Source: an optimization exercise on an open RTL-to-GDS flow (aim: small area and a short achievable clock period). Production flows keep margins and buffers that such runs may drop.
Only simulation tests tie the RTL to the original design; equivalence was not proved.
No activity file was given, so power comes from the tool's default toggle rates.

==> flow/design.v <==
package multPkg;
  typedef logic signed [16-1:0] operandT;
  typedef logic signed [32-1:0] productT;
  typedef struct packed {
    logic one;
    logic two;
    logic neg;
  } boothT;
  function automatic boothT boothEncode(input logic hi, input logic mid, input logic lo);
    boothT d;
    d.one = mid ^ lo;
    d.two = (hi & ~mid & ~lo) | (~hi & mid & lo);
    d.neg = hi;
    boothEncode = d;
  endfunction
endpackage
module operandPrep (
  input  logic             clk,
  input  logic             rstN,
  input  multPkg::operandT opA,
  input  multPkg::operandT opB,
  input  logic             inValid,
  output logic [15:0]      aR,
  output logic [7:0]       oneR,
  output logic [7:0]       twoR,
  output logic [7:0]       negR,
  output logic             prepValid
);
  logic [16:0] bExt;
  logic [7:0]  one;
  logic [7:0]  two;
  logic [7:0]  neg;
  assign bExt = {opB, 1'b0};
  for (genvar i = 0; i < 8; i++)
  begin : genDigit
    assign {one[i], two[i], neg[i]} = multPkg::boothEncode(bExt[2 * i + 2], bExt[2 * i + 1], bExt[2 * i]);
  end
  always_ff @(posedge clk)
  begin
    prepValid <= rstN & inValid;
  end
  always_ff @(posedge clk)
  begin
    aR <= opA;
    oneR <= one;
    twoR <= two;
    negR <= neg;
  end
endmodule
module daddaTree8 (
  input  logic [15:0] aR,
  input  logic [7:0]  oneR,
  input  logic [7:0]  twoR,
  input  logic [7:0]  negR,
  output logic [31:0] rowA,
  output logic [31:0] rowB
);
  logic pp0_0, pp0_1, pp0_2, pp0_3, pp0_4, pp0_5, pp0_6, pp0_7;
  logic pp0_8, pp0_9, pp0_10, pp0_11, pp0_12, pp0_13, pp0_14, pp0_15;
  logic pp0_16, pp1_0, pp1_1, pp1_2, pp1_3, pp1_4, pp1_5, pp1_6;
  logic pp1_7, pp1_8, pp1_9, pp1_10, pp1_11, pp1_12, pp1_13, pp1_14;
  logic pp1_15, pp1_16, pp2_0, pp2_1, pp2_2, pp2_3, pp2_4, pp2_5;
  logic pp2_6, pp2_7, pp2_8, pp2_9, pp2_10, pp2_11, pp2_12, pp2_13;
  logic pp2_14, pp2_15, pp2_16, pp3_0, pp3_1, pp3_2, pp3_3, pp3_4;
  logic pp3_5, pp3_6, pp3_7, pp3_8, pp3_9, pp3_10, pp3_11, pp3_12;
  logic pp3_13, pp3_14, pp3_15, pp3_16, pp4_0, pp4_1, pp4_2, pp4_3;
  logic pp4_4, pp4_5, pp4_6, pp4_7, pp4_8, pp4_9, pp4_10, pp4_11;
  logic pp4_12, pp4_13, pp4_14, pp4_15, pp4_16, pp5_0, pp5_1, pp5_2;
  logic pp5_3, pp5_4, pp5_5, pp5_6, pp5_7, pp5_8, pp5_9, pp5_10;
  logic pp5_11, pp5_12, pp5_13, pp5_14, pp5_15, pp5_16, pp6_0, pp6_1;
  logic pp6_2, pp6_3, pp6_4, pp6_5, pp6_6, pp6_7, pp6_8, pp6_9;
  logic pp6_10, pp6_11, pp6_12, pp6_13, pp6_14, pp6_15, pp6_16, pp7_0;
  logic pp7_1, pp7_2, pp7_3, pp7_4, pp7_5, pp7_6, pp7_7, pp7_8;
  logic pp7_9, pp7_10, pp7_11, pp7_12, pp7_13, pp7_14, pp7_15, pp7_16;
  logic s1, k1, s2, k2, s3, k3, s4, k4, s5, k5, s6, k6;
  logic s7, k7, s8, k8, s9, k9, s10, k10, s11, k11, s12, k12;
  logic s13, k13, s14, k14, s15, k15, s16, k16, s17, k17, s18, k18;
  logic s19, k19, s20, k20, s21, k21, s22, k22, s23, k23, s24, k24;
  logic s25, k25, s26, k26, s27, k27, s28, k28, s29, k29, s30, k30;
  logic s31, k31, s32, k32, s33, k33, s34, k34, s35, k35, s36, k36;
  logic s37, k37, s38, k38, s39, k39, s40, k40, s41, k41, s42, k42;
  logic s43, k43, s44, k44, s45, k45, s46, k46, s47, k47, s48, k48;
  logic s49, k49, s50, k50, s51, k51, s52, k52, s53, k53, s54, k54;
  logic s55, k55, s56, k56, s57, k57, s58, k58, s59, k59, s60, k60;
  logic s61, k61, s62, k62, s63, k63, s64, k64, s65, k65, s66, k66;
  logic s67, k67, s68, k68, s69, k69, s70, k70, s71, k71, s72, k72;
  logic s73, k73, s74, k74, s75, k75, s76, k76, s77, k77, s78, k78;
  logic s79, k79, s80, k80, s81, k81, s82, k82, s83, k83, s84, k84;
  logic s85, k85, s86, k86, s87, k87, s88, k88, s89, k89, s90, k90;
  logic s91, k91, s92, k92, s93, k93, s94, k94, s95, k95, s96, k96;
  logic s97, k97, s98, k98, s99, k99, s100, k100, s101, k101, s102, k102;
  logic s103, k103, s104, k104, s105, k105, s106, k106, s107, k107, s108, k108;
  logic s109, k109, s110, k110, s111, k111, s112, k112, s113, k113, s114, k114;
  logic s115, k115, s116, k116, s117, k117, s118, k118, s119, k119, s120, k120;
  logic s121, k121, s122, k122, s123, k123, s124, k124, s125, k125, s126, k126;
  logic s127, k127, s128, k128, s129, k129, s130, k130, s131, k131, s132, k132;
  logic s133, k133, s134, k134, s135, k135, s136, k136, s137, k137, s138, k138;
  logic s139, k139, s140, k140, s141, k141, s142, k142, s143, k143, s144, k144;
  logic s145, k145, s146, k146, s147, k147, s148, k148, s149, k149, s150, k150;
  logic s151, k151, s152, k152, s153, k153, s154, k154, s155, k155, s156, k156;
  logic s157, k157, s158, k158, s159, k159, s160, k160, s161, k161, s162, k162;
  logic s163, k163, s164, k164, s165, k165, s166, k166, s167, k167, s168, k168;
  logic s169, k169, s170, k170, s171, k171, s172, k172, s173, k173, s174, k174;
  logic s175, k175, s176, k176, s177, k177, s178, k178, s179, k179, s180, k180;
  logic s181, k181, s182, k182, s183, k183, s184, k184, s185, k185, s186, k186;
  logic s187, k187, s188, k188, s189, k189, s190, k190, s191, k191, s192, k192;
  logic s193, k193, s194, k194, s195, k195, s196, k196, s197, k197, s198, k198;
  logic s199, k199, s200, k200, s201, k201, s202, k202, s203, k203, s204, k204;
  logic s205, k205, s206, k206, s207, k207, s208, k208, s209, k209, s210, k210;
  logic s211, k211, s212, k212, s213, k213, s214, k214, s215, k215, s216, k216;
  logic s217, k217, s218, k218, s219, k219, s220, k220, s221, k221, s222, k222;
  logic s223, k223, s224, k224;
  assign pp0_0 = ((oneR[0] & aR[0]) | (twoR[0] & 1'b0)) ^ negR[0];
  assign pp0_1 = ((oneR[0] & aR[1]) | (twoR[0] & aR[0])) ^ negR[0];
  assign pp0_2 = ((oneR[0] & aR[2]) | (twoR[0] & aR[1])) ^ negR[0];
  assign pp0_3 = ((oneR[0] & aR[3]) | (twoR[0] & aR[2])) ^ negR[0];
  assign pp0_4 = ((oneR[0] & aR[4]) | (twoR[0] & aR[3])) ^ negR[0];
  assign pp0_5 = ((oneR[0] & aR[5]) | (twoR[0] & aR[4])) ^ negR[0];
  assign pp0_6 = ((oneR[0] & aR[6]) | (twoR[0] & aR[5])) ^ negR[0];
  assign pp0_7 = ((oneR[0] & aR[7]) | (twoR[0] & aR[6])) ^ negR[0];
  assign pp0_8 = ((oneR[0] & aR[8]) | (twoR[0] & aR[7])) ^ negR[0];
  assign pp0_9 = ((oneR[0] & aR[9]) | (twoR[0] & aR[8])) ^ negR[0];
  assign pp0_10 = ((oneR[0] & aR[10]) | (twoR[0] & aR[9])) ^ negR[0];
  assign pp0_11 = ((oneR[0] & aR[11]) | (twoR[0] & aR[10])) ^ negR[0];
  assign pp0_12 = ((oneR[0] & aR[12]) | (twoR[0] & aR[11])) ^ negR[0];
  assign pp0_13 = ((oneR[0] & aR[13]) | (twoR[0] & aR[12])) ^ negR[0];
  assign pp0_14 = ((oneR[0] & aR[14]) | (twoR[0] & aR[13])) ^ negR[0];
  assign pp0_15 = ((oneR[0] & aR[15]) | (twoR[0] & aR[14])) ^ negR[0];
  assign pp0_16 = ~(((oneR[0] | twoR[0]) & aR[15]) ^ negR[0]);
  assign pp1_0 = ((oneR[1] & aR[0]) | (twoR[1] & 1'b0)) ^ negR[1];
  assign pp1_1 = ((oneR[1] & aR[1]) | (twoR[1] & aR[0])) ^ negR[1];
  assign pp1_2 = ((oneR[1] & aR[2]) | (twoR[1] & aR[1])) ^ negR[1];
  assign pp1_3 = ((oneR[1] & aR[3]) | (twoR[1] & aR[2])) ^ negR[1];
  assign pp1_4 = ((oneR[1] & aR[4]) | (twoR[1] & aR[3])) ^ negR[1];
  assign pp1_5 = ((oneR[1] & aR[5]) | (twoR[1] & aR[4])) ^ negR[1];
  assign pp1_6 = ((oneR[1] & aR[6]) | (twoR[1] & aR[5])) ^ negR[1];
  assign pp1_7 = ((oneR[1] & aR[7]) | (twoR[1] & aR[6])) ^ negR[1];
  assign pp1_8 = ((oneR[1] & aR[8]) | (twoR[1] & aR[7])) ^ negR[1];
  assign pp1_9 = ((oneR[1] & aR[9]) | (twoR[1] & aR[8])) ^ negR[1];
  assign pp1_10 = ((oneR[1] & aR[10]) | (twoR[1] & aR[9])) ^ negR[1];
  assign pp1_11 = ((oneR[1] & aR[11]) | (twoR[1] & aR[10])) ^ negR[1];
  assign pp1_12 = ((oneR[1] & aR[12]) | (twoR[1] & aR[11])) ^ negR[1];
  assign pp1_13 = ((oneR[1] & aR[13]) | (twoR[1] & aR[12])) ^ negR[1];
  assign pp1_14 = ((oneR[1] & aR[14]) | (twoR[1] & aR[13])) ^ negR[1];
  assign pp1_15 = ((oneR[1] & aR[15]) | (twoR[1] & aR[14])) ^ negR[1];
  assign pp1_16 = ~(((oneR[1] | twoR[1]) & aR[15]) ^ negR[1]);
  assign pp2_0 = ((oneR[2] & aR[0]) | (twoR[2] & 1'b0)) ^ negR[2];
  assign pp2_1 = ((oneR[2] & aR[1]) | (twoR[2] & aR[0])) ^ negR[2];
  assign pp2_2 = ((oneR[2] & aR[2]) | (twoR[2] & aR[1])) ^ negR[2];
  assign pp2_3 = ((oneR[2] & aR[3]) | (twoR[2] & aR[2])) ^ negR[2];
  assign pp2_4 = ((oneR[2] & aR[4]) | (twoR[2] & aR[3])) ^ negR[2];
  assign pp2_5 = ((oneR[2] & aR[5]) | (twoR[2] & aR[4])) ^ negR[2];
  assign pp2_6 = ((oneR[2] & aR[6]) | (twoR[2] & aR[5])) ^ negR[2];
  assign pp2_7 = ((oneR[2] & aR[7]) | (twoR[2] & aR[6])) ^ negR[2];
  assign pp2_8 = ((oneR[2] & aR[8]) | (twoR[2] & aR[7])) ^ negR[2];
  assign pp2_9 = ((oneR[2] & aR[9]) | (twoR[2] & aR[8])) ^ negR[2];
  assign pp2_10 = ((oneR[2] & aR[10]) | (twoR[2] & aR[9])) ^ negR[2];
  assign pp2_11 = ((oneR[2] & aR[11]) | (twoR[2] & aR[10])) ^ negR[2];
  assign pp2_12 = ((oneR[2] & aR[12]) | (twoR[2] & aR[11])) ^ negR[2];
  assign pp2_13 = ((oneR[2] & aR[13]) | (twoR[2] & aR[12])) ^ negR[2];
  assign pp2_14 = ((oneR[2] & aR[14]) | (twoR[2] & aR[13])) ^ negR[2];
  assign pp2_15 = ((oneR[2] & aR[15]) | (twoR[2] & aR[14])) ^ negR[2];
  assign pp2_16 = ~(((oneR[2] | twoR[2]) & aR[15]) ^ negR[2]);
  assign pp3_0 = ((oneR[3] & aR[0]) | (twoR[3] & 1'b0)) ^ negR[3];
  assign pp3_1 = ((oneR[3] & aR[1]) | (twoR[3] & aR[0])) ^ negR[3];
  assign pp3_2 = ((oneR[3] & aR[2]) | (twoR[3] & aR[1])) ^ negR[3];
  assign pp3_3 = ((oneR[3] & aR[3]) | (twoR[3] & aR[2])) ^ negR[3];
  assign pp3_4 = ((oneR[3] & aR[4]) | (twoR[3] & aR[3])) ^ negR[3];
  assign pp3_5 = ((oneR[3] & aR[5]) | (twoR[3] & aR[4])) ^ negR[3];
  assign pp3_6 = ((oneR[3] & aR[6]) | (twoR[3] & aR[5])) ^ negR[3];
  assign pp3_7 = ((oneR[3] & aR[7]) | (twoR[3] & aR[6])) ^ negR[3];
  assign pp3_8 = ((oneR[3] & aR[8]) | (twoR[3] & aR[7])) ^ negR[3];
  assign pp3_9 = ((oneR[3] & aR[9]) | (twoR[3] & aR[8])) ^ negR[3];
  assign pp3_10 = ((oneR[3] & aR[10]) | (twoR[3] & aR[9])) ^ negR[3];
  assign pp3_11 = ((oneR[3] & aR[11]) | (twoR[3] & aR[10])) ^ negR[3];
  assign pp3_12 = ((oneR[3] & aR[12]) | (twoR[3] & aR[11])) ^ negR[3];
  assign pp3_13 = ((oneR[3] & aR[13]) | (twoR[3] & aR[12])) ^ negR[3];
  assign pp3_14 = ((oneR[3] & aR[14]) | (twoR[3] & aR[13])) ^ negR[3];
  assign pp3_15 = ((oneR[3] & aR[15]) | (twoR[3] & aR[14])) ^ negR[3];
  assign pp3_16 = ~(((oneR[3] | twoR[3]) & aR[15]) ^ negR[3]);
  assign pp4_0 = ((oneR[4] & aR[0]) | (twoR[4] & 1'b0)) ^ negR[4];
  assign pp4_1 = ((oneR[4] & aR[1]) | (twoR[4] & aR[0])) ^ negR[4];
  assign pp4_2 = ((oneR[4] & aR[2]) | (twoR[4] & aR[1])) ^ negR[4];
  assign pp4_3 = ((oneR[4] & aR[3]) | (twoR[4] & aR[2])) ^ negR[4];
  assign pp4_4 = ((oneR[4] & aR[4]) | (twoR[4] & aR[3])) ^ negR[4];
  assign pp4_5 = ((oneR[4] & aR[5]) | (twoR[4] & aR[4])) ^ negR[4];
  assign pp4_6 = ((oneR[4] & aR[6]) | (twoR[4] & aR[5])) ^ negR[4];
  assign pp4_7 = ((oneR[4] & aR[7]) | (twoR[4] & aR[6])) ^ negR[4];
  assign pp4_8 = ((oneR[4] & aR[8]) | (twoR[4] & aR[7])) ^ negR[4];
  assign pp4_9 = ((oneR[4] & aR[9]) | (twoR[4] & aR[8])) ^ negR[4];
  assign pp4_10 = ((oneR[4] & aR[10]) | (twoR[4] & aR[9])) ^ negR[4];
  assign pp4_11 = ((oneR[4] & aR[11]) | (twoR[4] & aR[10])) ^ negR[4];
  assign pp4_12 = ((oneR[4] & aR[12]) | (twoR[4] & aR[11])) ^ negR[4];
  assign pp4_13 = ((oneR[4] & aR[13]) | (twoR[4] & aR[12])) ^ negR[4];
  assign pp4_14 = ((oneR[4] & aR[14]) | (twoR[4] & aR[13])) ^ negR[4];
  assign pp4_15 = ((oneR[4] & aR[15]) | (twoR[4] & aR[14])) ^ negR[4];
  assign pp4_16 = ~(((oneR[4] | twoR[4]) & aR[15]) ^ negR[4]);
  assign pp5_0 = ((oneR[5] & aR[0]) | (twoR[5] & 1'b0)) ^ negR[5];
  assign pp5_1 = ((oneR[5] & aR[1]) | (twoR[5] & aR[0])) ^ negR[5];
  assign pp5_2 = ((oneR[5] & aR[2]) | (twoR[5] & aR[1])) ^ negR[5];
  assign pp5_3 = ((oneR[5] & aR[3]) | (twoR[5] & aR[2])) ^ negR[5];
  assign pp5_4 = ((oneR[5] & aR[4]) | (twoR[5] & aR[3])) ^ negR[5];
  assign pp5_5 = ((oneR[5] & aR[5]) | (twoR[5] & aR[4])) ^ negR[5];
  assign pp5_6 = ((oneR[5] & aR[6]) | (twoR[5] & aR[5])) ^ negR[5];
  assign pp5_7 = ((oneR[5] & aR[7]) | (twoR[5] & aR[6])) ^ negR[5];
  assign pp5_8 = ((oneR[5] & aR[8]) | (twoR[5] & aR[7])) ^ negR[5];
  assign pp5_9 = ((oneR[5] & aR[9]) | (twoR[5] & aR[8])) ^ negR[5];
  assign pp5_10 = ((oneR[5] & aR[10]) | (twoR[5] & aR[9])) ^ negR[5];
  assign pp5_11 = ((oneR[5] & aR[11]) | (twoR[5] & aR[10])) ^ negR[5];
  assign pp5_12 = ((oneR[5] & aR[12]) | (twoR[5] & aR[11])) ^ negR[5];
  assign pp5_13 = ((oneR[5] & aR[13]) | (twoR[5] & aR[12])) ^ negR[5];
  assign pp5_14 = ((oneR[5] & aR[14]) | (twoR[5] & aR[13])) ^ negR[5];
  assign pp5_15 = ((oneR[5] & aR[15]) | (twoR[5] & aR[14])) ^ negR[5];
  assign pp5_16 = ~(((oneR[5] | twoR[5]) & aR[15]) ^ negR[5]);
  assign pp6_0 = ((oneR[6] & aR[0]) | (twoR[6] & 1'b0)) ^ negR[6];
  assign pp6_1 = ((oneR[6] & aR[1]) | (twoR[6] & aR[0])) ^ negR[6];
  assign pp6_2 = ((oneR[6] & aR[2]) | (twoR[6] & aR[1])) ^ negR[6];
  assign pp6_3 = ((oneR[6] & aR[3]) | (twoR[6] & aR[2])) ^ negR[6];
  assign pp6_4 = ((oneR[6] & aR[4]) | (twoR[6] & aR[3])) ^ negR[6];
  assign pp6_5 = ((oneR[6] & aR[5]) | (twoR[6] & aR[4])) ^ negR[6];
  assign pp6_6 = ((oneR[6] & aR[6]) | (twoR[6] & aR[5])) ^ negR[6];
  assign pp6_7 = ((oneR[6] & aR[7]) | (twoR[6] & aR[6])) ^ negR[6];
  assign pp6_8 = ((oneR[6] & aR[8]) | (twoR[6] & aR[7])) ^ negR[6];
  assign pp6_9 = ((oneR[6] & aR[9]) | (twoR[6] & aR[8])) ^ negR[6];
  assign pp6_10 = ((oneR[6] & aR[10]) | (twoR[6] & aR[9])) ^ negR[6];
  assign pp6_11 = ((oneR[6] & aR[11]) | (twoR[6] & aR[10])) ^ negR[6];
  assign pp6_12 = ((oneR[6] & aR[12]) | (twoR[6] & aR[11])) ^ negR[6];
  assign pp6_13 = ((oneR[6] & aR[13]) | (twoR[6] & aR[12])) ^ negR[6];
  assign pp6_14 = ((oneR[6] & aR[14]) | (twoR[6] & aR[13])) ^ negR[6];
  assign pp6_15 = ((oneR[6] & aR[15]) | (twoR[6] & aR[14])) ^ negR[6];
  assign pp6_16 = ~(((oneR[6] | twoR[6]) & aR[15]) ^ negR[6]);
  assign pp7_0 = ((oneR[7] & aR[0]) | (twoR[7] & 1'b0)) ^ negR[7];
  assign pp7_1 = ((oneR[7] & aR[1]) | (twoR[7] & aR[0])) ^ negR[7];
  assign pp7_2 = ((oneR[7] & aR[2]) | (twoR[7] & aR[1])) ^ negR[7];
  assign pp7_3 = ((oneR[7] & aR[3]) | (twoR[7] & aR[2])) ^ negR[7];
  assign pp7_4 = ((oneR[7] & aR[4]) | (twoR[7] & aR[3])) ^ negR[7];
  assign pp7_5 = ((oneR[7] & aR[5]) | (twoR[7] & aR[4])) ^ negR[7];
  assign pp7_6 = ((oneR[7] & aR[6]) | (twoR[7] & aR[5])) ^ negR[7];
  assign pp7_7 = ((oneR[7] & aR[7]) | (twoR[7] & aR[6])) ^ negR[7];
  assign pp7_8 = ((oneR[7] & aR[8]) | (twoR[7] & aR[7])) ^ negR[7];
  assign pp7_9 = ((oneR[7] & aR[9]) | (twoR[7] & aR[8])) ^ negR[7];
  assign pp7_10 = ((oneR[7] & aR[10]) | (twoR[7] & aR[9])) ^ negR[7];
  assign pp7_11 = ((oneR[7] & aR[11]) | (twoR[7] & aR[10])) ^ negR[7];
  assign pp7_12 = ((oneR[7] & aR[12]) | (twoR[7] & aR[11])) ^ negR[7];
  assign pp7_13 = ((oneR[7] & aR[13]) | (twoR[7] & aR[12])) ^ negR[7];
  assign pp7_14 = ((oneR[7] & aR[14]) | (twoR[7] & aR[13])) ^ negR[7];
  assign pp7_15 = ((oneR[7] & aR[15]) | (twoR[7] & aR[14])) ^ negR[7];
  assign pp7_16 = ~(((oneR[7] | twoR[7]) & aR[15]) ^ negR[7]);
  assign {k2, s1} = {negR[5] & pp0_10, negR[5] ^ pp0_10};
  assign {k4, s3} = {pp0_11 & pp1_9, pp0_11 ^ pp1_9};
  assign {k6, s5} = {(negR[6] & pp0_12) | (negR[6] & pp1_10) | (pp0_12 & pp1_10), negR[6] ^ pp0_12 ^ pp1_10};
  assign {k8, s7} = {pp2_8 & pp3_6, pp2_8 ^ pp3_6};
  assign {k10, s9} = {(pp0_13 & pp1_11) | (pp0_13 & pp2_9) | (pp1_11 & pp2_9), pp0_13 ^ pp1_11 ^ pp2_9};
  assign {k12, s11} = {pp3_7 & pp4_5, pp3_7 ^ pp4_5};
  assign {k14, s13} = {(negR[7] & pp0_14) | (negR[7] & pp1_12) | (pp0_14 & pp1_12), negR[7] ^ pp0_14 ^ pp1_12};
  assign {k16, s15} = {(pp2_10 & pp3_8) | (pp2_10 & pp4_6) | (pp3_8 & pp4_6), pp2_10 ^ pp3_8 ^ pp4_6};
  assign {k18, s17} = {pp5_4 & pp6_2, pp5_4 ^ pp6_2};
  assign {k20, s19} = {(pp0_15 & pp1_13) | (pp0_15 & pp2_11) | (pp1_13 & pp2_11), pp0_15 ^ pp1_13 ^ pp2_11};
  assign {k22, s21} = {(pp3_9 & pp4_7) | (pp3_9 & pp5_5) | (pp4_7 & pp5_5), pp3_9 ^ pp4_7 ^ pp5_5};
  assign {k24, s23} = {pp6_3 & pp7_1, pp6_3 ^ pp7_1};
  assign {k26, s25} = {(1'b1 & pp0_16) | (1'b1 & pp1_14) | (pp0_16 & pp1_14), 1'b1 ^ pp0_16 ^ pp1_14};
  assign {k28, s27} = {(pp2_12 & pp3_10) | (pp2_12 & pp4_8) | (pp3_10 & pp4_8), pp2_12 ^ pp3_10 ^ pp4_8};
  assign {k30, s29} = {(pp5_6 & pp6_4) | (pp5_6 & pp7_2) | (pp6_4 & pp7_2), pp5_6 ^ pp6_4 ^ pp7_2};
  assign {k32, s31} = {(1'b1 & pp1_15) | (1'b1 & pp2_13) | (pp1_15 & pp2_13), 1'b1 ^ pp1_15 ^ pp2_13};
  assign {k34, s33} = {(pp3_11 & pp4_9) | (pp3_11 & pp5_7) | (pp4_9 & pp5_7), pp3_11 ^ pp4_9 ^ pp5_7};
  assign {k36, s35} = {pp6_5 & pp7_3, pp6_5 ^ pp7_3};
  assign {k38, s37} = {(pp1_16 & pp2_14) | (pp1_16 & pp3_12) | (pp2_14 & pp3_12), pp1_16 ^ pp2_14 ^ pp3_12};
  assign {k40, s39} = {(pp4_10 & pp5_8) | (pp4_10 & pp6_6) | (pp5_8 & pp6_6), pp4_10 ^ pp5_8 ^ pp6_6};
  assign {k42, s41} = {(1'b1 & pp2_15) | (1'b1 & pp3_13) | (pp2_15 & pp3_13), 1'b1 ^ pp2_15 ^ pp3_13};
  assign {k44, s43} = {pp4_11 & pp5_9, pp4_11 ^ pp5_9};
  assign {k46, s45} = {(pp2_16 & pp3_14) | (pp2_16 & pp4_12) | (pp3_14 & pp4_12), pp2_16 ^ pp3_14 ^ pp4_12};
  assign {k48, s47} = {1'b1 & pp3_15, 1'b1 ^ pp3_15};
  assign {k50, s49} = {negR[3] & pp0_6, negR[3] ^ pp0_6};
  assign {k52, s51} = {pp0_7 & pp1_5, pp0_7 ^ pp1_5};
  assign {k54, s53} = {(negR[4] & pp0_8) | (negR[4] & pp1_6) | (pp0_8 & pp1_6), negR[4] ^ pp0_8 ^ pp1_6};
  assign {k56, s55} = {pp2_4 & pp3_2, pp2_4 ^ pp3_2};
  assign {k58, s57} = {(pp0_9 & pp1_7) | (pp0_9 & pp2_5) | (pp1_7 & pp2_5), pp0_9 ^ pp1_7 ^ pp2_5};
  assign {k60, s59} = {pp3_3 & pp4_1, pp3_3 ^ pp4_1};
  assign {k62, s61} = {(pp1_8 & pp2_6) | (pp1_8 & pp3_4) | (pp2_6 & pp3_4), pp1_8 ^ pp2_6 ^ pp3_4};
  assign {k64, s63} = {(pp4_2 & pp5_0) | (pp4_2 & s1) | (pp5_0 & s1), pp4_2 ^ pp5_0 ^ s1};
  assign {k66, s65} = {(pp2_7 & pp3_5) | (pp2_7 & pp4_3) | (pp3_5 & pp4_3), pp2_7 ^ pp3_5 ^ pp4_3};
  assign {k68, s67} = {(pp5_1 & k2) | (pp5_1 & s3) | (k2 & s3), pp5_1 ^ k2 ^ s3};
  assign {k70, s69} = {(pp4_4 & pp5_2) | (pp4_4 & pp6_0) | (pp5_2 & pp6_0), pp4_4 ^ pp5_2 ^ pp6_0};
  assign {k72, s71} = {(k4 & s7) | (k4 & s5) | (s7 & s5), k4 ^ s7 ^ s5};
  assign {k74, s73} = {(pp5_3 & pp6_1) | (pp5_3 & k8) | (pp6_1 & k8), pp5_3 ^ pp6_1 ^ k8};
  assign {k76, s75} = {(s11 & k6) | (s11 & s9) | (k6 & s9), s11 ^ k6 ^ s9};
  assign {k78, s77} = {(pp7_0 & k12) | (pp7_0 & s17) | (k12 & s17), pp7_0 ^ k12 ^ s17};
  assign {k80, s79} = {(k10 & s13) | (k10 & s15) | (s13 & s15), k10 ^ s13 ^ s15};
  assign {k82, s81} = {(k18 & s23) | (k18 & k14) | (s23 & k14), k18 ^ s23 ^ k14};
  assign {k84, s83} = {(k16 & s19) | (k16 & s21) | (s19 & s21), k16 ^ s19 ^ s21};
  assign {k86, s85} = {(k24 & k20) | (k24 & k22) | (k20 & k22), k24 ^ k20 ^ k22};
  assign {k88, s87} = {(s25 & s27) | (s25 & s29) | (s27 & s29), s25 ^ s27 ^ s29};
  assign {k90, s89} = {(s35 & k26) | (s35 & k28) | (k26 & k28), s35 ^ k26 ^ k28};
  assign {k92, s91} = {(k30 & s31) | (k30 & s33) | (s31 & s33), k30 ^ s31 ^ s33};
  assign {k94, s93} = {(pp7_4 & k36) | (pp7_4 & k32) | (k36 & k32), pp7_4 ^ k36 ^ k32};
  assign {k96, s95} = {(k34 & s37) | (k34 & s39) | (s37 & s39), k34 ^ s37 ^ s39};
  assign {k98, s97} = {(pp6_7 & pp7_5) | (pp6_7 & s43) | (pp7_5 & s43), pp6_7 ^ pp7_5 ^ s43};
  assign {k100, s99} = {(k38 & k40) | (k38 & s41) | (k40 & s41), k38 ^ k40 ^ s41};
  assign {k102, s101} = {(pp5_10 & pp6_8) | (pp5_10 & pp7_6) | (pp6_8 & pp7_6), pp5_10 ^ pp6_8 ^ pp7_6};
  assign {k104, s103} = {(k44 & k42) | (k44 & s45) | (k42 & s45), k44 ^ k42 ^ s45};
  assign {k106, s105} = {(pp4_13 & pp5_11) | (pp4_13 & pp6_9) | (pp5_11 & pp6_9), pp4_13 ^ pp5_11 ^ pp6_9};
  assign {k108, s107} = {(pp7_7 & s47) | (pp7_7 & k46) | (s47 & k46), pp7_7 ^ s47 ^ k46};
  assign {k110, s109} = {(pp3_16 & pp4_14) | (pp3_16 & pp5_12) | (pp4_14 & pp5_12), pp3_16 ^ pp4_14 ^ pp5_12};
  assign {k112, s111} = {(pp6_10 & pp7_8) | (pp6_10 & k48) | (pp7_8 & k48), pp6_10 ^ pp7_8 ^ k48};
  assign {k114, s113} = {(1'b1 & pp4_15) | (1'b1 & pp5_13) | (pp4_15 & pp5_13), 1'b1 ^ pp4_15 ^ pp5_13};
  assign {k116, s115} = {pp6_11 & pp7_9, pp6_11 ^ pp7_9};
  assign {k118, s117} = {(pp4_16 & pp5_14) | (pp4_16 & pp6_12) | (pp5_14 & pp6_12), pp4_16 ^ pp5_14 ^ pp6_12};
  assign {k120, s119} = {1'b1 & pp5_15, 1'b1 ^ pp5_15};
  assign {k122, s121} = {negR[2] & pp0_4, negR[2] ^ pp0_4};
  assign {k124, s123} = {pp0_5 & pp1_3, pp0_5 ^ pp1_3};
  assign {k126, s125} = {(pp1_4 & pp2_2) | (pp1_4 & pp3_0) | (pp2_2 & pp3_0), pp1_4 ^ pp2_2 ^ pp3_0};
  assign {k128, s127} = {(pp2_3 & pp3_1) | (pp2_3 & k50) | (pp3_1 & k50), pp2_3 ^ pp3_1 ^ k50};
  assign {k130, s129} = {(pp4_0 & k52) | (pp4_0 & s55) | (k52 & s55), pp4_0 ^ k52 ^ s55};
  assign {k132, s131} = {(k56 & s59) | (k56 & k54) | (s59 & k54), k56 ^ s59 ^ k54};
  assign {k134, s133} = {(k60 & k58) | (k60 & s61) | (k58 & s61), k60 ^ k58 ^ s61};
  assign {k136, s135} = {(k62 & s65) | (k62 & k64) | (s65 & k64), k62 ^ s65 ^ k64};
  assign {k138, s137} = {(k66 & s69) | (k66 & k68) | (s69 & k68), k66 ^ s69 ^ k68};
  assign {k140, s139} = {(k70 & s73) | (k70 & k72) | (s73 & k72), k70 ^ s73 ^ k72};
  assign {k142, s141} = {(k74 & s77) | (k74 & k76) | (s77 & k76), k74 ^ s77 ^ k76};
  assign {k144, s143} = {(k78 & k80) | (k78 & s81) | (k80 & s81), k78 ^ k80 ^ s81};
  assign {k146, s145} = {(k82 & k84) | (k82 & s85) | (k84 & s85), k82 ^ k84 ^ s85};
  assign {k148, s147} = {(k86 & k88) | (k86 & s89) | (k88 & s89), k86 ^ k88 ^ s89};
  assign {k150, s149} = {(k90 & k92) | (k90 & s93) | (k92 & s93), k90 ^ k92 ^ s93};
  assign {k152, s151} = {(s97 & k94) | (s97 & k96) | (k94 & k96), s97 ^ k94 ^ k96};
  assign {k154, s153} = {(s101 & k98) | (s101 & k100) | (k98 & k100), s101 ^ k98 ^ k100};
  assign {k156, s155} = {(k102 & s105) | (k102 & k104) | (s105 & k104), k102 ^ s105 ^ k104};
  assign {k158, s157} = {(k106 & s109) | (k106 & s111) | (s109 & s111), k106 ^ s109 ^ s111};
  assign {k160, s159} = {(s115 & k110) | (s115 & s113) | (k110 & s113), s115 ^ k110 ^ s113};
  assign {k162, s161} = {(pp7_10 & k116) | (pp7_10 & k114) | (k116 & k114), pp7_10 ^ k116 ^ k114};
  assign {k164, s163} = {(pp6_13 & pp7_11) | (pp6_13 & s119) | (pp7_11 & s119), pp6_13 ^ pp7_11 ^ s119};
  assign {k166, s165} = {(pp5_16 & pp6_14) | (pp5_16 & pp7_12) | (pp6_14 & pp7_12), pp5_16 ^ pp6_14 ^ pp7_12};
  assign {k168, s167} = {1'b1 & pp6_15, 1'b1 ^ pp6_15};
  assign {k170, s169} = {negR[1] & pp0_2, negR[1] ^ pp0_2};
  assign {k172, s171} = {pp0_3 & pp1_1, pp0_3 ^ pp1_1};
  assign {k174, s173} = {(pp1_2 & pp2_0) | (pp1_2 & s121) | (pp2_0 & s121), pp1_2 ^ pp2_0 ^ s121};
  assign {k176, s175} = {(pp2_1 & k122) | (pp2_1 & s123) | (k122 & s123), pp2_1 ^ k122 ^ s123};
  assign {k178, s177} = {(k124 & s49) | (k124 & s125) | (s49 & s125), k124 ^ s49 ^ s125};
  assign {k180, s179} = {(s51 & k126) | (s51 & s127) | (k126 & s127), s51 ^ k126 ^ s127};
  assign {k182, s181} = {(s53 & k128) | (s53 & s129) | (k128 & s129), s53 ^ k128 ^ s129};
  assign {k184, s183} = {(s57 & k130) | (s57 & s131) | (k130 & s131), s57 ^ k130 ^ s131};
  assign {k186, s185} = {(s63 & k132) | (s63 & s133) | (k132 & s133), s63 ^ k132 ^ s133};
  assign {k188, s187} = {(s67 & k134) | (s67 & s135) | (k134 & s135), s67 ^ k134 ^ s135};
  assign {k190, s189} = {(s71 & k136) | (s71 & s137) | (k136 & s137), s71 ^ k136 ^ s137};
  assign {k192, s191} = {(s75 & k138) | (s75 & s139) | (k138 & s139), s75 ^ k138 ^ s139};
  assign {k194, s193} = {(s79 & k140) | (s79 & s141) | (k140 & s141), s79 ^ k140 ^ s141};
  assign {k196, s195} = {(s83 & k142) | (s83 & s143) | (k142 & s143), s83 ^ k142 ^ s143};
  assign {k198, s197} = {(s87 & k144) | (s87 & s145) | (k144 & s145), s87 ^ k144 ^ s145};
  assign {k200, s199} = {(s91 & k146) | (s91 & s147) | (k146 & s147), s91 ^ k146 ^ s147};
  assign {k202, s201} = {(s95 & k148) | (s95 & s149) | (k148 & s149), s95 ^ k148 ^ s149};
  assign {k204, s203} = {(s99 & k150) | (s99 & s151) | (k150 & s151), s99 ^ k150 ^ s151};
  assign {k206, s205} = {(s103 & k152) | (s103 & s153) | (k152 & s153), s103 ^ k152 ^ s153};
  assign {k208, s207} = {(s107 & k154) | (s107 & s155) | (k154 & s155), s107 ^ k154 ^ s155};
  assign {k210, s209} = {(k108 & s157) | (k108 & k156) | (s157 & k156), k108 ^ s157 ^ k156};
  assign {k212, s211} = {(k112 & s159) | (k112 & k158) | (s159 & k158), k112 ^ s159 ^ k158};
  assign {k214, s213} = {(s117 & k160) | (s117 & s161) | (k160 & s161), s117 ^ k160 ^ s161};
  assign {k216, s215} = {(k118 & s163) | (k118 & k162) | (s163 & k162), k118 ^ s163 ^ k162};
  assign {k218, s217} = {(k120 & s165) | (k120 & k164) | (s165 & k164), k120 ^ s165 ^ k164};
  assign {k220, s219} = {(pp7_13 & s167) | (pp7_13 & k166) | (s167 & k166), pp7_13 ^ s167 ^ k166};
  assign {k222, s221} = {(pp6_16 & pp7_14) | (pp6_16 & k168) | (pp7_14 & k168), pp6_16 ^ pp7_14 ^ k168};
  assign {k224, s223} = {1'b1 & pp7_15, 1'b1 ^ pp7_15};
  assign rowA[0] = negR[0];
  assign rowB[0] = pp0_0;
  assign rowA[1] = pp0_1;
  assign rowB[1] = 1'b0;
  assign rowA[2] = s169;
  assign rowB[2] = pp1_0;
  assign rowA[3] = k170;
  assign rowB[3] = s171;
  assign rowA[4] = k172;
  assign rowB[4] = s173;
  assign rowA[5] = k174;
  assign rowB[5] = s175;
  assign rowA[6] = k176;
  assign rowB[6] = s177;
  assign rowA[7] = k178;
  assign rowB[7] = s179;
  assign rowA[8] = k180;
  assign rowB[8] = s181;
  assign rowA[9] = k182;
  assign rowB[9] = s183;
  assign rowA[10] = k184;
  assign rowB[10] = s185;
  assign rowA[11] = k186;
  assign rowB[11] = s187;
  assign rowA[12] = k188;
  assign rowB[12] = s189;
  assign rowA[13] = k190;
  assign rowB[13] = s191;
  assign rowA[14] = k192;
  assign rowB[14] = s193;
  assign rowA[15] = k194;
  assign rowB[15] = s195;
  assign rowA[16] = k196;
  assign rowB[16] = s197;
  assign rowA[17] = k198;
  assign rowB[17] = s199;
  assign rowA[18] = k200;
  assign rowB[18] = s201;
  assign rowA[19] = k202;
  assign rowB[19] = s203;
  assign rowA[20] = k204;
  assign rowB[20] = s205;
  assign rowA[21] = k206;
  assign rowB[21] = s207;
  assign rowA[22] = k208;
  assign rowB[22] = s209;
  assign rowA[23] = k210;
  assign rowB[23] = s211;
  assign rowA[24] = k212;
  assign rowB[24] = s213;
  assign rowA[25] = k214;
  assign rowB[25] = s215;
  assign rowA[26] = k216;
  assign rowB[26] = s217;
  assign rowA[27] = k218;
  assign rowB[27] = s219;
  assign rowA[28] = k220;
  assign rowB[28] = s221;
  assign rowA[29] = k222;
  assign rowB[29] = s223;
  assign rowA[30] = k224;
  assign rowB[30] = pp7_16;
  assign rowA[31] = 1'b1;
  assign rowB[31] = 1'b0;
endmodule
module productMerge (
  input  logic                        clk,
  input  logic                        rstN,
  input  logic [32-1:0]   rowA,
  input  logic [32-1:0]   rowB,
  input  logic                        prepValid,
  output multPkg::productT            product,
  output logic                        outValid
);
  localparam logic [32-1:0] MASK_A  = 32'h7fffffff;
  localparam logic [32-1:0] MASK_B  = 32'h7ffffffd;
  localparam logic [32-1:0] CONST_A = 32'h80000000;
  localparam logic [32-1:0] CONST_B = 32'h00000000;
  logic                      treeValid;
  logic [32-1:0] rowAR;
  logic [32-1:0] rowBR;
  for (genvar k = 0; k < 32; k++)
  begin : genCut
    if (MASK_A[k])
    begin : genA
      always_ff @(posedge clk) rowAR[k] <= rowA[k];
    end
    else
    begin : genConstA
      assign rowAR[k] = CONST_A[k];
    end
    if (MASK_B[k])
    begin : genB
      always_ff @(posedge clk) rowBR[k] <= rowB[k];
    end
    else
    begin : genConstB
      assign rowBR[k] = CONST_B[k];
    end
  end
  always_ff @(posedge clk)
  begin
    treeValid <= rstN & prepValid;
    outValid  <= rstN & treeValid;
  end
  always_ff @(posedge clk)
  begin
    product <= rowAR + rowBR;
  end
endmodule
module signedMultiplier16 (
  input  logic             clk,
  input  logic             rstN,
  input  multPkg::operandT opA,
  input  multPkg::operandT opB,
  input  logic             inValid,
  output multPkg::productT product,
  output logic             outValid
);
  logic [15:0]               aR;
  logic [7:0]                oneR;
  logic [7:0]                twoR;
  logic [7:0]                negR;
  logic                      prepValid;
  logic [32-1:0] rowA;
  logic [32-1:0] rowB;
  operandPrep operandPrep_inst (
    .clk       (clk),
    .rstN      (rstN),
    .opA       (opA),
    .opB       (opB),
    .inValid   (inValid),
    .aR        (aR),
    .oneR      (oneR),
    .twoR      (twoR),
    .negR      (negR),
    .prepValid (prepValid)
  );
  daddaTree8 daddaTree8_inst (
    .aR   (aR),
    .oneR (oneR),
    .twoR (twoR),
    .negR (negR),
    .rowA (rowA),
    .rowB (rowB)
  );
  productMerge productMerge_inst (
    .clk       (clk),
    .rstN      (rstN),
    .rowA      (rowA),
    .rowB      (rowB),
    .prepValid (prepValid),
    .product   (product),
    .outValid  (outValid)
  );
endmodule
==> flow/run.sh <==
#!/bin/bash
# synth_recipe.tcl (not shown) runs the flow's synth.tcl, then flattens the netlist and writes it again
# the make line also repeats each setting of config.mk as NAME=value (left out here)
make -C /OpenROAD-flow-scripts/flow DESIGN_CONFIG=/design/flow/config.mk WORK_HOME=/design/flow/orfs CLKGATE_MAP_FILE= SYNTH_SCRIPT=/design/flow/synth_recipe.tcl finish
==> flow/config.mk <==
export PLATFORM = sky130hd
export DESIGN_NAME = signedMultiplier16
export DESIGN_NICKNAME = signedMultiplier16
export VERILOG_FILES = /design/flow/design.v
export SDC_FILE = /design/flow/constraint.sdc
export NUM_CORES = 4
export LEC_CHECK = 0
export CAP_MARGIN = 50
export CORE_MARGIN = 2
export CORE_UTILIZATION = 40
export SLEW_MARGIN = 80
==> flow/constraint.sdc <==
create_clock -name core_clock -period 8.8 [get_ports {clk}]
set_input_delay 1.7600 -clock core_clock [delete_from_list [all_inputs] [get_ports {clk}]]
set_output_delay 1.7600 -clock core_clock [all_outputs]
set_load 0.01 [all_outputs]
==> key figures, run 1 <==
Logic synthesis
  – Mapped Cells: 932
  – FF+latch count, synth: 136
  – Post-synth ARST share: 0
  – Cell with the most instances after synthesis: dfxtp_1
  – Synth Cell Area: 9370 sq um
  – Post-synthesis sequential area ratio: 0.291
  – Synth Warn #: 5
  – Synth cell types: 56
  – Syn Nets: 1106
  – Syn_area_per_cell: 10.1 sq um
  – EDFF count, synth: 0
  – Area contributors post-synth: dfxtp_1 29%, fa_1 19%, xnor2_1 10%
  – Post-synth top cells: 136 x dfxtp_1, 120 x a22oi_1, 108 x xnor2_1, 90 x inv_1, 87 x fa_1
  – Synth top area share: 0.291
  – Ys flop type: dfxtp_1
  – Area leader, netlist: dfxtp_1

Timing
  – Final TNS setup: 0 ns
  – Fin. max-slew vios: 0
  – Fmax: 298 MHz
  – Final period util: 0.381
  – Final Hold Viols: 0
  – Period minus WS final: 3.36 ns
  – Final-report setup violation count: 0
  – Least-Margin Pin Slew: 0.302 ns
  – RSZ-0062 raised after global routing: no
  – Slew margin rel.: 0.798
  – Setup Skew: 0.00951 ns

Global route
  – Gr usage total: 0.181
  – Largest net degree at the start of global routing: 19
  – Number of global-route vias before repair: 6607
  – Initial antenna violation count: 0
  – First-pass GRT wire length: 35100 um
  – Grt total ovfl: 0

Worst setup path
  – Flop2flop setup slack: 5.44 ns
  – Crit start category: flop
  – Worst Path Required: 9.10 ns
  – R2R depth: 9
  – Critical R2R Capture: productMerge_inst.rowBR[18]
  – Critical Path AT: 3.65 ns
  – Crit path max fanout: 16
  – Setup Crit Path Kind: flop to flop
  – Worst setup EP type: flop
  – Worst r2r src: operandPrep_inst.aR[10]

Detailed routing
  – DR iter-0 viols: 557
  – Drt via density: 5.15
  – DRC: 0
  – Router iterations before antenna repair: 6
  – Total routed wirelength: 21500 um
  – Remaining antenna violation count after routing: 0
  – Via count: 6633
  – DR WL/cell: 16.7 um

Clock network
  – CTS max path bufs: 2
  – Post-CTS setup buffers: 0
  – CTS tree: yes
  – Worst-path clk slew: 0.06 ns
  – # hold bufs at CTS: 0
  – Htree depth: 4
  – Clock latency (worst-skew pair): 0.43 ns
  – Sink Count: 136
  – Post-cts resize count: 0
  – Cts bufs inserted: 17
  – CTS Root Cell: clkbuf_16

Cells and area
  – Share of layout cells above drive strength 1: 0.129
  – Filler cells: 2140
  – Antenna Cells: 0
  – P&R area growth vs syn: 20.9%
  – Final net count: 1130
  – Fin area: 11300 sq um
  – Non-filler cells, final: 1288
  – Final core utilization: 0.487

Floorplanning
  – Initial Util: 0.403
  – Die ar.: 24700 sq um
  – Die Wd: 157 um
  – Num ports: 68
  – Site Rows: 56
  – Die height: 157 um
  – Core area: 23300 sq um

Power
  – Peak supply drop: 129 uV
  – PwrDens: 354 nW/um^2
  – Lkg Pwr: 4.58 nW

Outcome
  – Status: finished clean

Place
  – Placer Congestion: 0.892
  – DP Area: 10500 sq um
  – DP HPWL: 15600 um
  – Inst Count DP: 1250
  – Port Buffers: 67

Min path
  – Worst min-delay path class: flop to flop
  – Worst Hold Launch: operandPrep_inst.prepValid
  – WHS Endpoint: productMerge_inst.treeValid
  – WHS Path Cells: 1

Job
  – Max Cap Violations: 0
## cell type report
cell class / instances / area (sq um) / area share
repair buffers: 84 / 833 / 0.0735
clock inverters: 12 / 151 / 0.0134
clock buffers: 20 / 479 / 0.0423
inverters: 92 / 348 / 0.0307
flip-flops and latches: 136 / 2870 / 0.253
well taps: 319 / 399 / 0.0352
multi-input cells: 625 / 6250 / 0.552
## state kept, by name, indices dropped and copies added, names as in the netlist
signal and count:
productMerge_inst.rowBR 30, productMerge_inst.product 32, productMerge_inst.rowAR 31, operandPrep_inst.oneR 8, productMerge_inst.treeValid 1, operandPrep_inst.aR 16, operandPrep_inst.prepValid 1, operandPrep_inst.negR 8
productMerge_inst.outValid 1, operandPrep_inst.twoR 8
## placed cells by master, fill, tap and decap left out, types with 9 or more instances in the layout
cell | synthesis | layout
inv_1 | 90 | 90
xnor2_1 | 108 | 98
nor2_1 | 13 | 13
xor2_1 | 60 | 57
xnor2_2 | 0 | 10
dfxtp_4 | 0 | 38
fa_1 | 87 | 87
o21ai_0 | 23 | 20
nand2_1 | 22 | 22
a21o_1 | 10 | 9
clkdlybuf4s50_1 | 0 | 70
nand2b_1 | 10 | 10
a22oi_1 | 120 | 119
a21oi_1 | 24 | 19
nand3_1 | 10 | 10
o21a_1 | 10 | 10
clkbuf_16 | 0 | 19
dfxtp_1 | 136 | 98
ha_1 | 52 | 47
## layer usage
metal	part of all wire	up-vias	GRT usage	wire (um)
met5	0	-	0	0
met4	0.016	0	0.0537	348
met3	0.069	33	0.0377	1490
met2	0.43	251	0.266	9140
met1	0.49	3155	0.268	10500
li1	-	3194	-	-
## metrics by stage
step | setup WS, ns | power [mW] | hold slack, ns
final | 5.44 | 4.01 | 0.435
after global routing | 5.35 | 4.37 | 0.458
after CTS | 5.56 | 3.99 | 0.441
after detailed placement | 5.58 | 3.21 | 0.426
after global placement | 5.45 | 3.07 | 0.415
after floorplan | 5.43 | 2.50 | 0.329
## where the power goes
group	leakage (nW)	switching (mW)	total (mW)	internal, mW
clock	0.308	0.301	0.762	0.461
sequential	1.16	0.119	0.985	0.866
combinational	3.11	1.22	2.26	1.04
total	4.58	1.64	4.01	2.37
## kinds of logic (layout without fill, tap and decap cells)
logic type                 Yosys count  in the layout  share of synthesized area
AOI/OAI and AO/OA                  229            229                      0.178
DFF                                136            136                      0.291
adders and majority gates          139            139                      0.255
and+or+nand+nor                     89             89                     0.0505
xor gates and xnor gates           168            168                      0.157
buffers and inverters              171            208                     0.0686
## how the worst max path moves through the flow
stage / startpoint / endpoint
2_1_floorplan: operandPrep_inst.negR[0] / productMerge_inst.rowBR[15]
3_3_place_gp: operandPrep_inst.negR[0] / productMerge_inst.rowBR[15]
3_5_place_dp: productMerge_inst.rowBR[0] / productMerge_inst.product[30]
4_1_cts: productMerge_inst.rowBR[0] / productMerge_inst.product[30]
5_1_grt: operandPrep_inst.aR[10] / productMerge_inst.rowBR[18]
6_report: operandPrep_inst.aR[10] / productMerge_inst.rowBR[18]
## worst max-delay path, cell delays in order, from the launching register on
cell             delay, ns
dfxtp_4               0.41
a22oi_1               0.20
clkdlybuf4s50_1       0.56
xnor2_2               0.09
fa_1                  0.55
inv_1                 0.06
fa_1                  0.38
fa_1                  0.51
inv_1                 0.05
fa_1                  0.43
==> run 2: changes to the inputs <==
--- a/flow/config.mk
+++ b/flow/config.mk
@@ -5,7 +5,7 @@
 export SDC_FILE = /design/flow/constraint.sdc
 export NUM_CORES = 4
 export LEC_CHECK = 0
-export CAP_MARGIN = 50
+export CAP_MARGIN = 20
 export CORE_MARGIN = 2
 export CORE_UTILIZATION = 40
-export SLEW_MARGIN = 80
+export SLEW_MARGIN = 20
==> key figures, run 2 <==
Place
  – Inst Count DP: 1241
  – Placer Congestion: 0.892
  – Pre-CTS WS: 5.40 ns
  – DP HPWL: 15300 um
  – DP Area: 10200 sq um
  – Port Buffers: 67

Global route
  – Initial antenna violation count: 0
  – Grt total ovfl: 0
  – First-pass GRT wire length: 35100 um
  – Gr usage total: 0.181
  – Number of global-route vias before repair: 6653
  – Largest net degree at the start of global routing: 19

Power
  – Final Total Pwr: 3.77 mW
  – PwrDens: 352 nW/um^2
  – Peak supply drop: 137 uV
  – Lkg Pwr: 4.39 nW

Cells and area
  – Share of layout cells above drive strength 1: 0.0472
  – Most common cell after layout, fill and taps aside: dfxtp_1
  – Top reg by flops: productMerge_inst.product
  – Fin area: 10700 sq um
  – Final core utilization: 0.461
  – Largest register FFs: 32
  – Biggest regs: productMerge_inst.product x32, productMerge_inst.rowAR x31, productMerge_inst.rowBR x30
  – Most frequent cells in the layout: 136 x dfxtp_1, 120 x a22oi_1, 108 x xnor2_1, 90 x inv_1, 87 x fa_1
  – Antenna Cells: 0
  – Non-filler cells, final: 1272
  – Filler cells: 2206
  – P&R area growth vs syn: 14.5%
  – Final net count: 1115

Detailed routing
  – Via count: 6506
  – Router iterations before antenna repair: 5
  – Total routed wirelength: 20800 um
  – DR WL/cell: 16.3 um
  – DR iter-0 viols: 459
  – Drt via density: 5.11
  – DRC: 0
  – Remaining antenna violation count after routing: 0

Logic synthesis
  – EDFF count, synth: 0
  – Mapped Cells: 932
  – Post-synthesis compound-gate area fraction: 0.178
  – Post-synthesis simple-gate area fraction: 0.0505
  – Area leader, netlist: dfxtp_1
  – Synth Cell Area: 9370 sq um
  – Post-synth top cells: 136 x dfxtp_1, 120 x a22oi_1, 108 x xnor2_1, 90 x inv_1, 87 x fa_1
  – Syn Nets: 1106
  – Post-Synth Adder-Cell Area: 0.255
  – Mux contribution to synthesized area: 0
  – Cell with the most instances after synthesis: dfxtp_1
  – Syn_area_per_cell: 10.1 sq um
  – Post-synth ARST share: 0
  – Area contributors post-synth: dfxtp_1 29%, fa_1 19%, xnor2_1 10%
  – Synth Warn #: 5
  – Xor/xnor share of the synthesized area: 0.157
  – Post-synthesis sequential area ratio: 0.291
  – FF+latch count, synth: 136
  – Ys flop type: dfxtp_1
  – Largest family of logic cells by synthesized area: adder cells
  – Synth cell types: 56
  – Synth top area share: 0.291

Worst setup path
  – CP dominant cell by count: fa_1
  – Worst Path Required: 9.10 ns
  – Crit path max fanout: 18
  – Crit start category: flop
  – Max stage delay on crit path: 0.98 ns
  – Setup Crit Path Kind: flop to flop
  – Slowest CP cell: dfxtp_1
  – WP buf/inv: 2
  – CP cell instances: xnor2_1 > fa_1 > inv_1 > fa_1 > fa_1 > inv_1 > fa_1
  – Critical Path AT: 3.69 ns
  – Worst setup EP type: flop
  – Delay-heaviest family, CP: adder cells

Floorplanning
  – Die Wd: 157 um
  – Num ports: 68
  – Initial Util: 0.403
  – Site Rows: 56
  – Die height: 157 um
  – Die ar.: 24700 sq um
  – Core area: 23300 sq um

Clock network
  – CTS Root Cell: clkbuf_16
  – CTS tree: yes
  – CTS max path bufs: 2
  – Cts bufs inserted: 17
  – Clock latency (worst-skew pair): 0.42 ns
  – Worst-path clk slew: 0.06 ns
  – Post-CTS setup buffers: 0
  – # hold bufs at CTS: 0
  – Post-cts resize count: 0
  – Htree depth: 4
  – Sink Count: 136

Timing
  – RSZ-0062 raised after global routing: no
  – Least-Margin Pin Slew: 1.10 ns
  – Final-report setup violation count: 0
  – Slew margin rel.: 0.268
  – Period minus WS final: 3.39 ns
  – Final Hold Viols: 0
  – Fin. max-slew vios: 0
  – Final TNS setup: 0 ns
  – Final period util: 0.385
  – Final setup margin: 5.41 ns
  – Hold_ws: 0.431 ns
  – Setup Skew: 0.00870 ns
  – Fmax: 295 MHz

Outcome
  – Status: finished clean

Min path
  – Worst min-delay path class: flop to flop

Job
  – Max Cap Violations: 0
run 2: cell counts after synthesis:
No cell type changed its count.
run 2: area by class of cell:
cell class              instances  area (sq um)  area share
inverters                      92           345      0.0322
flip-flops and latches        136          2720       0.254
clock buffers                  18           429      0.0400
multi-input cells             625          6000       0.559
clock inverters                13           145      0.0135
repair buffers                 69           686      0.0639
well taps                     319           399      0.0372
run 2: power by group:
| part | internal (mW) | total, mW | switching, mW | leakage (nW) |
|---|---|---|---|---|
| sequential | 0.868 | 0.991 | 0.123 | 1.15 |
| combinational | 0.952 | 2.09 | 1.13 | 2.97 |
| clock | 0.418 | 0.698 | 0.280 | 0.274 |
| total | 2.24 | 3.77 | 1.54 | 4.39 |
run 2: final timing paths:
path	start	endpoint	slack (ns)	depth (start not counted)
setup / recovery	operandPrep_inst.negR[0]	productMerge_inst.rowBR[15]	5.41	7
hold / removal	productMerge_inst.treeValid	productMerge_inst.outValid	0.43	1
setup reg to reg	operandPrep_inst.negR[0]	productMerge_inst.rowBR[15]	5.41	7
hold reg to reg	productMerge_inst.treeValid	productMerge_inst.outValid	0.43	1
run 2: layer usage:
layer / vias to the layer above / track usage / part of all wire / wire length [um]
met2: 200 / 0.263 / 0.42 / 8760
met4: 0 / 0.0623 / 0.017 / 363
met3: 30 / 0.0460 / 0.065 / 1340
met5: - / 0 / 0 / 0
met1: 3110 / 0.260 / 0.50 / 10300
li1: 3166 / - / - / -
run 2: logic make-up after synthesis:
family          Yosys count
fa+ha+maj               139
xor+xnor                168
compound gates          229
simple gates             89
buf+inv                 171
flops                   136
run 2: worst reg2reg max path: cells and delay by family (launching register included):
| family | cells | cell delay (ns) |
|---|---|---|
| XOR/XNOR | 1 | 0.23 |
| adder cells (fa/ha/maj) | 4 | 1.96 |
| buffers and inverters | 2 | 0.10 |
| flip-flops | 1 | 0.98 |
==> run 3: changes to the inputs <==
==> flow/flow/run.sh (new file) <==
#!/bin/bash
set -euo pipefail
bash standard.sh SETUP_SLACK_MARGIN=6.3 finish > flow_make.log 2>&1
==> flow/standard.sh (new file) <==
#!/bin/bash
# synth_recipe.tcl (not shown) runs the flow's synth.tcl, then flattens the netlist and writes it again
# the make line also repeats each setting of config.mk as NAME=value (left out here)
make -C /OpenROAD-flow-scripts/flow DESIGN_CONFIG=/design/flow/config.mk WORK_HOME=/design/flow/orfs CLKGATE_MAP_FILE= SYNTH_SCRIPT=/design/flow/synth_recipe.tcl "${@:-finish}"
removed: flow/run.sh
==> key figures, run 3 <==
Outcome
  – Status: finished clean

Timing
  – Final setup margin: 5.91 ns
  – Final Hold Viols: 0
  – Final-report setup violation count: 0
  – Least-Margin Pin Slew: 0.453 ns
  – Final period util: 0.328
  – Slew margin rel.: 0.698
  – Final TNS setup: 0 ns
  – Setup Skew: 0.0143 ns
  – RSZ-0062 raised after global routing: yes
  – Fmax: 346 MHz
  – Period minus WS final: 2.89 ns
  – Fin. max-slew vios: 0

Global route
  – Grt total ovfl: 0
  – First-pass GRT wire length: 37300 um
  – Largest net degree at the start of global routing: 19
  – Gr usage total: 0.196
  – Number of global-route vias before repair: 6784
  – Initial antenna violation count: 0

Logic synthesis
  – Post-synthesis compound-gate area fraction: 0.178
  – Xor/xnor share of the synthesized area: 0.157
  – Synth cell types: 56
  – Synth top area share: 0.291
  – Post-synthesis simple-gate area fraction: 0.0505
  – Post-synth ARST share: 0
  – Area leader, netlist: dfxtp_1
  – Synth Cell Area: 9370 sq um
  – Cell with the most instances after synthesis: dfxtp_1
  – Post-Synth Adder-Cell Area: 0.255
  – EDFF count, synth: 0
  – Post-synthesis sequential area ratio: 0.291
  – Mux contribution to synthesized area: 0
  – Syn Nets: 1106
  – Mapped Cells: 932
  – Post-synth top cells: 136 x dfxtp_1, 120 x a22oi_1, 108 x xnor2_1, 90 x inv_1, 87 x fa_1
  – Synth Warn #: 5
  – Largest family of logic cells by synthesized area: adder cells
  – Area contributors post-synth: dfxtp_1 29%, fa_1 19%, xnor2_1 10%
  – Ys flop type: dfxtp_1
  – Syn_area_per_cell: 10.1 sq um
  – FF+latch count, synth: 136

Place
  – Port Buffers: 67
  – Inst Count DP: 1242
  – Placer Congestion: 0.866
  – Pre-CTS WS: 5.39 ns
  – DP HPWL: 15600 um

Power
  – PwrDens: 325 nW/um^2
  – Final Total Pwr: 3.95 mW
  – Peak supply drop: 122 uV
  – Lkg Pwr: 5.01 nW

Worst setup path
  – Crit path max fanout: 6
  – CP dominant cell by count: fa_1
  – Slowest CP cell: fa_1
  – WP buf/inv: 2
  – Setup Crit Path Kind: flop to flop
  – Delay-heaviest family, CP: adder cells
  – CP cell instances: buf_12 > a22oi_2 > xor2_1 > fa_1 > fa_2 > fa_1 > inv_1 > fa_1
  – Critical Path AT: 3.18 ns
  – Worst setup EP type: flop
  – Max stage delay on crit path: 0.50 ns
  – Crit start category: flop
  – Worst Path Required: 9.09 ns

Cells and area
  – Share of layout cells above drive strength 1: 0.332
  – P&R area growth vs syn: 29.6%
  – Largest register FFs: 32
  – Final core utilization: 0.522
  – Top reg by flops: productMerge_inst.product
  – Biggest regs: productMerge_inst.product x32, productMerge_inst.rowAR x31, productMerge_inst.rowBR x30
  – Most frequent cells in the layout: 95 x xnor2_1, 89 x dfxtp_1, 81 x buf_4, 72 x inv_1, 67 x a22oi_1
  – Antenna Cells: 0
  – Non-filler cells, final: 1375
  – Most common cell after layout, fill and taps aside: xnor2_1
  – Final net count: 1218

Clock network
  – Sink Count: 136
  – Cts bufs inserted: 17
  – Clock latency (worst-skew pair): 0.42 ns
  – CTS tree: yes
  – Htree depth: 4
  – Worst-path clk slew: 0.06 ns
  – CTS Root Cell: clkbuf_16
  – # hold bufs at CTS: 0
  – CTS max path bufs: 2

Detailed routing
  – DR iter-0 viols: 536
  – Total routed wirelength: 24000 um
  – DR WL/cell: 17.5 um
  – DRC: 0
  – Drt via density: 5.14
  – Router iterations before antenna repair: 5
  – Via count: 7067
  – Remaining antenna violation count after routing: 0

Job
  – Max Cap Violations: 0

Floorplanning
  – Num ports: 68
  – Site Rows: 56
  – Die Wd: 157 um
  – Die height: 157 um
  – Die ar.: 24700 sq um
  – Core area: 23300 sq um
  – Initial Util: 0.403

Min path
  – Worst min-delay path class: flop to flop
run 3: changes by cell type in the layout (fill, tap and decap cells not counted), sizes merged:
cell,previous run,this run
clkinv,4,6
buf,2,138
clkinvlp,3,2
bufinv,2,1
clkbuf,18,21
clkdlybuf4s50,67,34
inv,96,93
run 3: cell families after synthesis:
logic type      Yosys count
fa+ha+maj               139
compound gates          229
flops                   136
buf+inv                 171
xor+xnor                168
simple gates             89
run 3: cell type report:
| type | count | area (sq um) |
|---|---|---|
| repair buffers | 172 | 1470 |
| flip-flops and latches | 136 | 2870 |
| well taps | 319 | 399 |
| multi-input cells | 625 | 6490 |
| fillers | 2103 | 11100 |
| clock inverters | 10 | 95.1 |
| inverters | 92 | 348 |
| clock buffers | 21 | 470 |
run 3: worst paths after layout:
path                               start                           to  slack (ns)  depth (start not counted)
max               operandPrep_inst.aR[9]  productMerge_inst.rowBR[13]        5.91                          8
min          productMerge_inst.treeValid   productMerge_inst.outValid        0.43                          1
max reg2reg       operandPrep_inst.aR[9]  productMerge_inst.rowBR[13]        5.91                          8
min reg2reg  productMerge_inst.treeValid   productMerge_inst.outValid        0.43                          1
run 3: where the power goes:
part / internal [mW] / total [mW] / switching [mW] / leakage, nW
sequential: 0.871 / 0.979 / 0.108 / 1.16
clock: 0.410 / 0.690 / 0.280 / 0.275
combinational: 1.03 / 2.28 / 1.24 / 3.58
total: 2.32 / 3.95 / 1.63 / 5.01
run 3: what timing repair did:
action                                  in CTS  in global routing
pin swaps                                   43                 39
buffers inserted                            52                 50
gates resized for setup                    273                 53
endpoints found under the setup margin      75                 68
run 3: stage by stage:
stage                     hold WS (ns)  cell area (sq um)
after floorplan                  0.330              10100
after global placement           0.415              10400
after detailed placement         0.419              10400
after CTS                        0.434              11600
after global routing             0.448              12100
final                            0.431              12100
run 3: worst reg2reg max path, stage by stage (launching register included):
cell	delay (ns)
dfxtp_4	0.39
buf_12	0.15
a22oi_2	0.19
xor2_1	0.21
fa_1	0.50
fa_2	0.37
fa_1	0.48
inv_1	0.05
fa_1	0.42
run 3: routing by layer:
metal  vias to the layer above  global-route usage  wire length, um
met5                         -                   0                0
met4                         0              0.0714              607
met3                        36              0.0383             1560
met2                       268               0.293            10500
met1                      3391               0.282            11300
li1                       3372                   -                -

[port drivers added, routing unchanged]
In the flow no input, the clock included, has a driving cell. The finished layouts below were timed again as built, in two steps. Step 1: set_driving_cell puts a clkbuf_16 on clk and a buf_2 on each other input, an assumption about the parent block. Step 2 moves the port delays by t, midway between the first and last clock arrival at a register: inputs arrive t later, outputs are due t later. That takes back most of the time a late clock gives input paths. Slacks: no drivers / after step 1 / after step 2; pairs: no drivers / after step 1.
run | shift t [ns] | slack for setup (ns) | hold WS [ns]
run 1 | 0.470 | 5.444 / 5.444 / 5.444 | 0.435 / 0.435 / 0.435
run 2 | 0.465 | 5.411 / 5.411 / 5.411 | 0.431 / 0.431 / 0.431
run 3 | 0.464 | 5.913 / 5.913 / 5.913 | 0.431 / 0.431 / 0.431
After both steps setup and hold are still met in every run listed.
